Background: an optimization exercise with open tools, aiming at small area and a short achievable clock period. Do not read the settings as production practice. At most, simulation tests tie the RTL to the original design; equivalence was not proved.

Setup of north:
==> flow/design.v (excerpt) <==
module groove_sample_scheduler #(
    parameter int DEPTH = 4
) (
    input  logic        clk,
    input  logic        reset,
    input  logic        sync_start,
    input  logic [31:0] sig_time,
    input  logic        dir,
    input  logic [31:0] afll_ltr,
    input  logic [31:0] afll_rtl,
    input  logic        pos_valid,
    output logic        pos_ready,
    input  logic [15:0] pos_in,
    output logic        fire,
    output logic [31:0] fire_time,
    output logic        missed,
    output logic        busy
);
Size in the first run: roughly 190 flip-flops, ~14000 um^2 of cells after synthesis.
==> flow/config.mk <==
export PLATFORM = sky130hd
export DESIGN_NAME = groove_sample_scheduler
export DESIGN_NICKNAME = groove_sample_scheduler
export VERILOG_FILES = /design/flow/design.v
export SDC_FILE = /design/flow/constraint.sdc
export NUM_CORES = 4
export LEC_CHECK = 0
export CAP_MARGIN = 20
export CORE_MARGIN = 2
export CORE_UTILIZATION = 40
export SETUP_SLACK_MARGIN = 5
export SLEW_MARGIN = 20
export TNS_END_PERCENT = 100
==> flow/constraint.sdc <==
create_clock -name core_clock -period 9.0 [get_ports {clk}]
set_input_delay 1.8000 -clock core_clock [delete_from_list [all_inputs] [get_ports {clk}]]
set_output_delay 1.8000 -clock core_clock [all_outputs]
set_load 0.01 [all_outputs]
standard.sh (not shown) runs the stock make flow with config.mk's settings and CLKGATE_MAP_FILE= SYNTH_SCRIPT=/design/flow/synth_recipe.tcl, a recipe that flattens the netlist after the stock synthesis.
==> flow/flow/run.sh <==
#!/bin/bash
# The standard layout (the standard.sh: ORFS synthesis, floorplan, power grid,
# placement, CTS and routing) with two changes:
#  - synthesis skips the generic ABC pass that Yosys's synth runs before the adder
#    extraction (SYNTH_ARGS=-noabc), so the full adders are extracted from the RTL's own
#    adder tree without inverters between them; the liberty-mapped ABC pass still runs,
#    and the registers are the same as the standard synthesis's;
#  - the port buffers are inserted as buf_1 cells rather than the larger cell the
#    resizer picks by default; timing repair still resizes them as needed.
set -euo pipefail
export SYNTH_ARGS="-noabc"
export BUFFER_PORTS_ARGS="-buffer_cell sky130_fd_sc_hd__buf_1"
bash standard.sh > standard.log 2>&1
Input changes introduced in middle (baseline for comparison: north):
- CTS_BUF_LIST: unset -> sky130_fd_sc_hd__clkbuf_8
### Flow results
middle vs north: via count up slightly
north → middle: total count of hold-check failures in the final report held; minimum period implied by the final worst setup slack increased by 0.047 ns relative to the old numbers.
Every run in the comparison, middle and north, completed the flow with a clean layout.
The maximum fanout along the worst path of middle exceeds that of north by 3.
| normalized max-slew margin | higher: north |
On design area, north loses to middle.

---

groove_sample_scheduler, a different RTL version from the one above (not shown whole).
Size in the first run: ~200 flip-flops, about 150 I/O pins, roughly 14,000 µm² of cells after synthesis.
==> flow/config.mk <==
export PLATFORM = sky130hd
export DESIGN_NAME = groove_sample_scheduler
export DESIGN_NICKNAME = groove_sample_scheduler
export VERILOG_FILES = /design/flow/design.v
export SDC_FILE = /design/flow/constraint.sdc
export NUM_CORES = 4
export LEC_CHECK = 0
export ABC_AREA = 1
export CAP_MARGIN = 20
export CORE_MARGIN = 2
export CORE_UTILIZATION = 40
export PLACE_DENSITY = 0.8
export SETUP_SLACK_MARGIN = 4.8
export SLEW_MARGIN = 20
export TNS_END_PERCENT = 100
==> flow/constraint.sdc <==
create_clock -name core_clock -period 9.0 [get_ports {clk}]
set_input_delay 1.8000 -clock core_clock [delete_from_list [all_inputs] [get_ports {clk}]]
set_output_delay 1.8000 -clock core_clock [all_outputs]
set_load 0.01 [all_outputs]
Scripts as last shown in full above: flow/flow/run.sh
==> next run, changes <==
Settings changed: SETUP_SLACK_MARGIN 4.8 to 5.
Effect: The new run finished clean. Wire length grows by about 3%. Worst setup slack improved by 76 ps. Hold slack got worse by 27 ps. Global-route usage grows by 0.57 points. Cell count grows by about 0.7%. Non-clock buffer count grows by 20. Synthesized area is unchanged.
No functional check of the RTL was part of any run of this note.

---

## ember
groove_sample_scheduler, a different RTL version from the one above (not shown whole).
Size in the first run: ~1400 cells after synthesis, ~14000 um2 of cells after synthesis.
clock: 9.0 ns
lec_check: 0
abc_area: 1
cap_margin: 20
core_margin: 2
core_utilization: 40
place_density: 0.8
setup_slack_margin: 4.95
slew_margin: 20
tns_end_percent: 10
Scripts as last shown in full above: flow/flow/run.sh
ember reached the final stage; the timing, design-rule and antenna checks on its layout passed.
Input changes introduced in onyx (baseline for comparison: ember):
# ember
export LEC_CHECK = 0
export ABC_AREA = 1
export CAP_MARGIN = 20
export CORE_MARGIN = 2
export CORE_UTILIZATION = 40
export PLACE_DENSITY = 0.8
export SETUP_SLACK_MARGIN = 4.95
export SLEW_MARGIN = 20
export TNS_END_PERCENT = 10
create_clock -name core_clock -period 9.0 [get_ports {clk}]
# onyx
export LEC_CHECK = 0
export ABC_AREA = 1
export CAP_MARGIN = 20
export CORE_MARGIN = 2
export CORE_UTILIZATION = 40
export PLACE_DENSITY = 0.7
export SETUP_SLACK_MARGIN = 4.8
export SLEW_MARGIN = 20
export TNS_END_PERCENT = 10
create_clock -name core_clock -period 9.0 [get_ports {clk}]
### Flow results
onyx reports its beginning of the critical path as durn[5]$_DFFE_PP_ while ember reports durn[4]$_DFFE_PP_. Status: final critical-path share of the clock period parity (ember, onyx). onyx ends up with a first-pass detailed-route iteration total that is 2 lower than in ember. Of ember and onyx, the run reporting the lower count of cells along the worst register-to-register path was onyx. Global-route wire length before repair in onyx vs ember: down 4.1%. On clock insertion delay at the later pin of the skew report: between ember and onyx, it ends up higher for onyx. Delta (onyx minus ember): buffer depth of the longest clock path closely matched the old numbers, detailed-route wire length decreased by about 5% relative to the old numbers, post-layout instance area closely matched the old numbers, setup slack decreased by 0.0049 ns relative to the old numbers. Global-route usage: onyx < ember.
The following lists how amber was set up differently from onyx:
# onyx
export LEC_CHECK = 0
export ABC_AREA = 1
export CAP_MARGIN = 20
export CORE_MARGIN = 2
export CORE_UTILIZATION = 40
export PLACE_DENSITY = 0.7
export SETUP_SLACK_MARGIN = 4.8
export SLEW_MARGIN = 20
export TNS_END_PERCENT = 10
create_clock -name core_clock -period 9.0 [get_ports {clk}]
# amber
export LEC_CHECK = 0
export ABC_AREA = 1
export CAP_MARGIN = 20
export CORE_MARGIN = 2
export CORE_UTILIZATION = 40
export PLACE_DENSITY = 0.8
export SETUP_SLACK_MARGIN = 4.8
export SLEW_MARGIN = 20
export TNS_END_PERCENT = 10
create_clock -name core_clock -period 9.0 [get_ports {clk}]
Findings:
- Changes observed in amber relative to onyx: setup slack rose 0.050 ns; CTS clock-pin slew for the worst setup and hold paths about even.
- From amber to onyx, overall die area did not move at all.
- Per the comparison of amber with onyx, post-route cell area shrank by 0.87%; setup slack of the most critical reg-to-reg path increased 0.05 ns; via count picked up an extra 321; fraction of area in registers has increased.
Setup changes, amber to cedar
# amber
export LEC_CHECK = 0
export ABC_AREA = 1
export CAP_MARGIN = 20
export CORE_MARGIN = 2
export CORE_UTILIZATION = 40
export PLACE_DENSITY = 0.8
export SETUP_SLACK_MARGIN = 4.8
export SLEW_MARGIN = 20
export TNS_END_PERCENT = 10
create_clock -name core_clock -period 9.0 [get_ports {clk}]
# cedar
export LEC_CHECK = 0
export ABC_AREA = 1
export CAP_MARGIN = 20
export CORE_MARGIN = 2
export CORE_UTILIZATION = 40
export GPL_ROUTABILITY_DRIVEN = 0
export PLACE_DENSITY = 0.8
export SETUP_SLACK_MARGIN = 4.8
export SLEW_MARGIN = 20
export TNS_END_PERCENT = 10
create_clock -name core_clock -period 9.0 [get_ports {clk}]
==> comparison <==
Reported for cedar and amber, number of distinct library cell variants in the gate-level netlist after synthesis turned out identical to the last digit.
[compare] base=amber new=cedar: wire length reported by the detailed router moved up.
For violet, these inputs were changed with respect to cedar:
# cedar
export LEC_CHECK = 0
export ABC_AREA = 1
export CAP_MARGIN = 20
export CORE_MARGIN = 2
export CORE_UTILIZATION = 40
export GPL_ROUTABILITY_DRIVEN = 0
export PLACE_DENSITY = 0.8
export SETUP_SLACK_MARGIN = 4.8
export SLEW_MARGIN = 20
export TNS_END_PERCENT = 10
create_clock -name core_clock -period 9.0 [get_ports {clk}]
# violet
export LEC_CHECK = 0
export ABC_AREA = 1
export CAP_MARGIN = 20
export CORE_MARGIN = 2
export CORE_UTILIZATION = 40
export PLACE_DENSITY = 0.9
export SETUP_SLACK_MARGIN = 4.8
export SLEW_MARGIN = 20
export TNS_END_PERCENT = 10
create_clock -name core_clock -period 9.0 [get_ports {clk}]
Results
- Looking at HPWL after detailed placement, violet sits 1.9% above cedar.
- When the final numbers for cedar and violet were put side by side, the final cell count without fillers turned out to be greater in violet.
- [compare] base=cedar new=violet: total buffers and inverters traversed by the critical path now smaller; design area fell 130 um2; number of global-route vias before repair has increased; clock-buffer cell count grew by 1; maximum clock frequency climbed about 0.6%.
- Number of antenna violations at the first check in global routing (higher): violet

---

## run 1
groove_sample_scheduler, a different RTL version from the one above (not shown whole).
Size: roughly 190 flip-flops, roughly 150 I/O pins, about 14000 µm² of cells after synthesis.
==> flow/config.mk <==
export PLATFORM = sky130hd
export DESIGN_NAME = groove_sample_scheduler
export DESIGN_NICKNAME = groove_sample_scheduler
export VERILOG_FILES = /design/flow/design.v
export SDC_FILE = /design/flow/constraint.sdc
export NUM_CORES = 4
export LEC_CHECK = 0
export ABC_AREA = 1
export CAP_MARGIN = 20
export CORE_MARGIN = 2
export CORE_UTILIZATION = 40
export CTS_CLUSTER_SIZE = 30
export PLACE_DENSITY = 0.8
export SETUP_SLACK_MARGIN = 4.8
export SLEW_MARGIN = 20
export TNS_END_PERCENT = 10
==> flow/constraint.sdc <==
create_clock -name core_clock -period 9.0 [get_ports {clk}]
set_input_delay 1.8000 -clock core_clock [delete_from_list [all_inputs] [get_ports {clk}]]
set_output_delay 1.8000 -clock core_clock [all_outputs]
set_load 0.01 [all_outputs]
Scripts as last shown in full above: flow/flow/run.sh
Run 1 was carried through to the last stage, and its layout satisfied the timing, design-rule and antenna checks.
### run 1 -> run 2
diff --git a/flow/config.mk b/flow/config.mk
--- a/flow/config.mk
+++ b/flow/config.mk
@@ -11,3 +11,2 @@
 export CORE_UTILIZATION = 40
-export CTS_CLUSTER_SIZE = 30
 export PLACE_DENSITY = 0.8
@@ -15,2 +14,2 @@
 export SLEW_MARGIN = 20
-export TNS_END_PERCENT = 10
+export TNS_END_PERCENT = 0
### Flow results
Of the two candidates, run 1 has the worse routed wire length and run 2 the better one.
Reported for run 2 and run 1, synthesis-stage register bit count turned out identical to the last digit.
Post-route cell area of run 2 falls short of that of run 1 slightly.
For run 3, these inputs were changed with respect to run 2:
diff --git a/flow/config.mk b/flow/config.mk
--- a/flow/config.mk
+++ b/flow/config.mk
@@ -12,4 +12,4 @@
 export PLACE_DENSITY = 0.8
-export SETUP_SLACK_MARGIN = 4.8
+export SETUP_SLACK_MARGIN = 5
 export SLEW_MARGIN = 20
-export TNS_END_PERCENT = 0
+export TNS_END_PERCENT = 10
- Run 3 gives more met3 track utilization from global routing than run 2 did.
- Comparing run 3 and run 2, the higher number of stages on the worst setup path is on run 2.
- Run 3 vs run 2: worst setup slack up in run 3
- Re layout overhead on the synthesized area: run 3 and run 2 aren't equal, and the higher value belongs to run 3.
- Run 2 → run 3: routed wire length went up about 9%; count of cells resized by post-cts repair went up about 37%; final design area excluding fillers went up 520 µm².
- Run 3 did not stop at any stage, and its layout met the timing, design-rule and antenna checks.
- Diff run 3 and run 2: multi-input gate share of the layout cell area lower in run 2

---

== oak ==
Another version of the RTL of groove_sample_scheduler (not shown whole).
For scale: about 1600 cells after synthesis, roughly 15000 sq um of cells after synthesis.
==> flow/config.mk <==
export PLATFORM = sky130hd
export DESIGN_NAME = groove_sample_scheduler
export DESIGN_NICKNAME = groove_sample_scheduler
export VERILOG_FILES = /design/flow/design.v
export SDC_FILE = /design/flow/constraint.sdc
export NUM_CORES = 4
export LEC_CHECK = 0
export ABC_AREA = 1
export CAP_MARGIN = 20
export CORE_MARGIN = 2
export CORE_UTILIZATION = 40
export PLACE_DENSITY = 0.8
export SETUP_SLACK_MARGIN = 4.8
export SLEW_MARGIN = 20
export TNS_END_PERCENT = 100
==> flow/constraint.sdc <==
create_clock -name core_clock -period 9.0 [get_ports {clk}]
set_input_delay 1.8000 -clock core_clock [delete_from_list [all_inputs] [get_ports {clk}]]
set_output_delay 1.8000 -clock core_clock [all_outputs]
set_load 0.01 [all_outputs]
Scripts as last shown in full above: flow/flow/run.sh
oak ended with every stage complete and zero timing, DRC or antenna violations.
Changes in pine relative to oak:
diff --git a/flow/config.mk b/flow/config.mk
--- a/flow/config.mk
+++ b/flow/config.mk
@@ -11,4 +11,3 @@
 export CORE_UTILIZATION = 40
-export PLACE_DENSITY = 0.8
-export SETUP_SLACK_MARGIN = 4.8
+export SETUP_SLACK_MARGIN = 5
 export SLEW_MARGIN = 20
- Compared to oak, pine has met2 wire length 2.2% lower.
- Comparing oak against pine, there is no change at all in number of distinct library cells after synthesis.
- The area of the multi-input gates number comes out lower for oak vs pine.
Function was not checked in any run of this note: the RTL went through the layout flow alone.

---

groove_sample_scheduler, a different RTL version from the one above (not shown whole).
Size: roughly 1,700 cells after synthesis, roughly 150 I/O pins, ~15,000 um2 of cells after synthesis.
clock: 9.0 ns
lec_check: 0
abc_area: 1
cap_margin: 20
core_margin: 2
core_utilization: 40
place_density: 0.8
setup_slack_margin: 4.8
slew_margin: 20
tns_end_percent: 100
==> flow/flow/run.sh <==
#!/bin/bash
# The standard layout (the standard.sh: ORFS synthesis, floorplan, power grid,
# placement, CTS and routing) with three changes:
#  - synthesis skips the generic ABC pass that Yosys's synth runs before the adder
#    extraction (SYNTH_ARGS=-noabc), so the full adders are extracted from the RTL's own
#    adder tree without inverters between them; the liberty-mapped ABC pass still runs,
#    and the registers are the same as the standard synthesis's;
#  - the port buffers are inserted as buf_1 cells rather than the larger cell the
#    resizer picks by default; timing repair still resizes them as needed;
#  - clock tree synthesis runs with ORFS's default arguments plus -dont_use_dummy_load.
set -euo pipefail
export SYNTH_ARGS="-noabc"
export BUFFER_PORTS_ARGS="-buffer_cell sky130_fd_sc_hd__buf_1"
export CTS_ARGS="-sink_clustering_enable -repair_clock_nets -dont_use_dummy_load"
bash standard.sh > standard.log 2>&1
Rerun with:
==> flow/flow/run.sh (replaced) <==
#!/bin/bash
# The standard layout (the standard.sh: ORFS synthesis, floorplan, power grid,
# placement, CTS and routing) with two changes:
#  - synthesis skips the generic ABC pass that Yosys's synth runs before the adder
#    extraction (SYNTH_ARGS=-noabc), so the full adders are extracted from the RTL's own
#    adder tree without inverters between them; the liberty-mapped ABC pass still runs,
#    and the registers are the same as the standard synthesis's;
#  - the port buffers are inserted as buf_1 cells rather than the larger cell the
#    resizer picks by default; timing repair still resizes them as needed.
set -euo pipefail
export SYNTH_ARGS="-noabc"
export BUFFER_PORTS_ARGS="-buffer_cell sky130_fd_sc_hd__buf_1"
bash standard.sh > standard.log 2>&1
--- a/flow/config.mk
+++ b/flow/config.mk
@@ -11,5 +11,5 @@
 export CORE_UTILIZATION = 40
 export PLACE_DENSITY = 0.8
-export SETUP_SLACK_MARGIN = 4.8
+export SETUP_SLACK_MARGIN = 4.6
 export SLEW_MARGIN = 20
 export TNS_END_PERCENT = 100
Result: Global-route usage shrinks by 0.31 points; fmax fell by 3.6%; clock-buffer cell count goes up by 1; worst hold slack gains 0.0030 ns; area after synthesis stays the same.
Rerun with:
--- a/flow/config.mk
+++ b/flow/config.mk
@@ -11,5 +11,5 @@
 export CORE_UTILIZATION = 40
 export PLACE_DENSITY = 0.8
-export SETUP_SLACK_MARGIN = 4.6
+export SETUP_SLACK_MARGIN = 4.8
 export SLEW_MARGIN = 20
 export TNS_END_PERCENT = 100
After rerunning:
- cell count went up by 0.68%
- setup slack gets better by 0.16 ns
- register-to-register slack gets better by 0.15 ns
- wire length went up by 3.0%
- non-clock buffer count went up by 15
- global-route usage went up by 0.37 points
- first-iteration DRC count went up by 2.7%
Rerun with:
--- a/flow/config.mk
+++ b/flow/config.mk
@@ -10,5 +10,4 @@
 export CORE_MARGIN = 2
 export CORE_UTILIZATION = 40
-export PLACE_DENSITY = 0.8
 export SETUP_SLACK_MARGIN = 4.8
 export SLEW_MARGIN = 20
Effect:
- worst setup slack is better by 0.0036 ns
- final area grows by 1.8%
- critical path depth shrinks by 1

-- afterwards: timing with drivers on the ports --
How much do the figures lean on ideal ports? The routed layouts below were timed once more, with nothing changed but the port constraints.
Step 1 assumes that a clkbuf_16 drives the clock port and a buf_2 every other input.
Step 2 adds t to the input delays and takes it off the output delays; t is the mean of the earliest and latest rising clock arrival at the registers after step 1. Input paths then give back, and output paths get back, about the clock's delay inside the block.
Three values: ideal ports, drivers, drivers and shift; two values: the first two.
run | shift t [ns] | setup slack, ns | pins driven straight from the clock port
north | 0.504 | 4.187 / 4.187 / 4.187 | 1
middle | 0.552 | 4.140 / 4.140 / 4.140 | 1
the first run of note 2 | 0.508 | 4.595 / 4.595 / 4.595 | 1
the second run of note 2 | 0.491 | 4.672 / 4.672 / 4.672 | 1
ember | 0.490 | 4.795 / 4.787 / 4.456 | 1
onyx | 0.511 | 4.791 / 4.786 / 4.786 | 1
amber | 0.502 | 4.841 / 4.803 / 4.471 | 1
cedar | 0.502 | 4.719 / 4.719 / 4.422 | 1
violet | 0.500 | 4.744 / 4.744 / 4.639 | 1
run 1 | 0.492 | 4.716 / 4.716 / 4.716 | 1
run 2 | 0.492 | 4.662 / 4.662 / 4.662 | 1
run 3 | 0.501 | 4.703 / 4.703 / 4.289 | 1
oak | 0.523 | 4.815 / 4.794 / 4.794 | 1
pine | 0.506 | 4.740 / 4.740 / 4.740 | 1
the first run of note 6 | 0.500 | 4.823 / 4.801 / 4.801 | 1
the second run of note 6 | 0.517 | 4.666 / 4.642 / 4.642 | 1
the third run of note 6 | 0.514 | 4.830 / 4.800 / 4.800 | 1
the fourth run of note 6 | 0.524 | 4.833 / 4.793 / 4.793 | 1
After both steps every run listed still meets setup and hold. For run 3, which loses most, drivers alone change the setup slack by 0.000 ns; drivers and shift together by -0.414 ns.
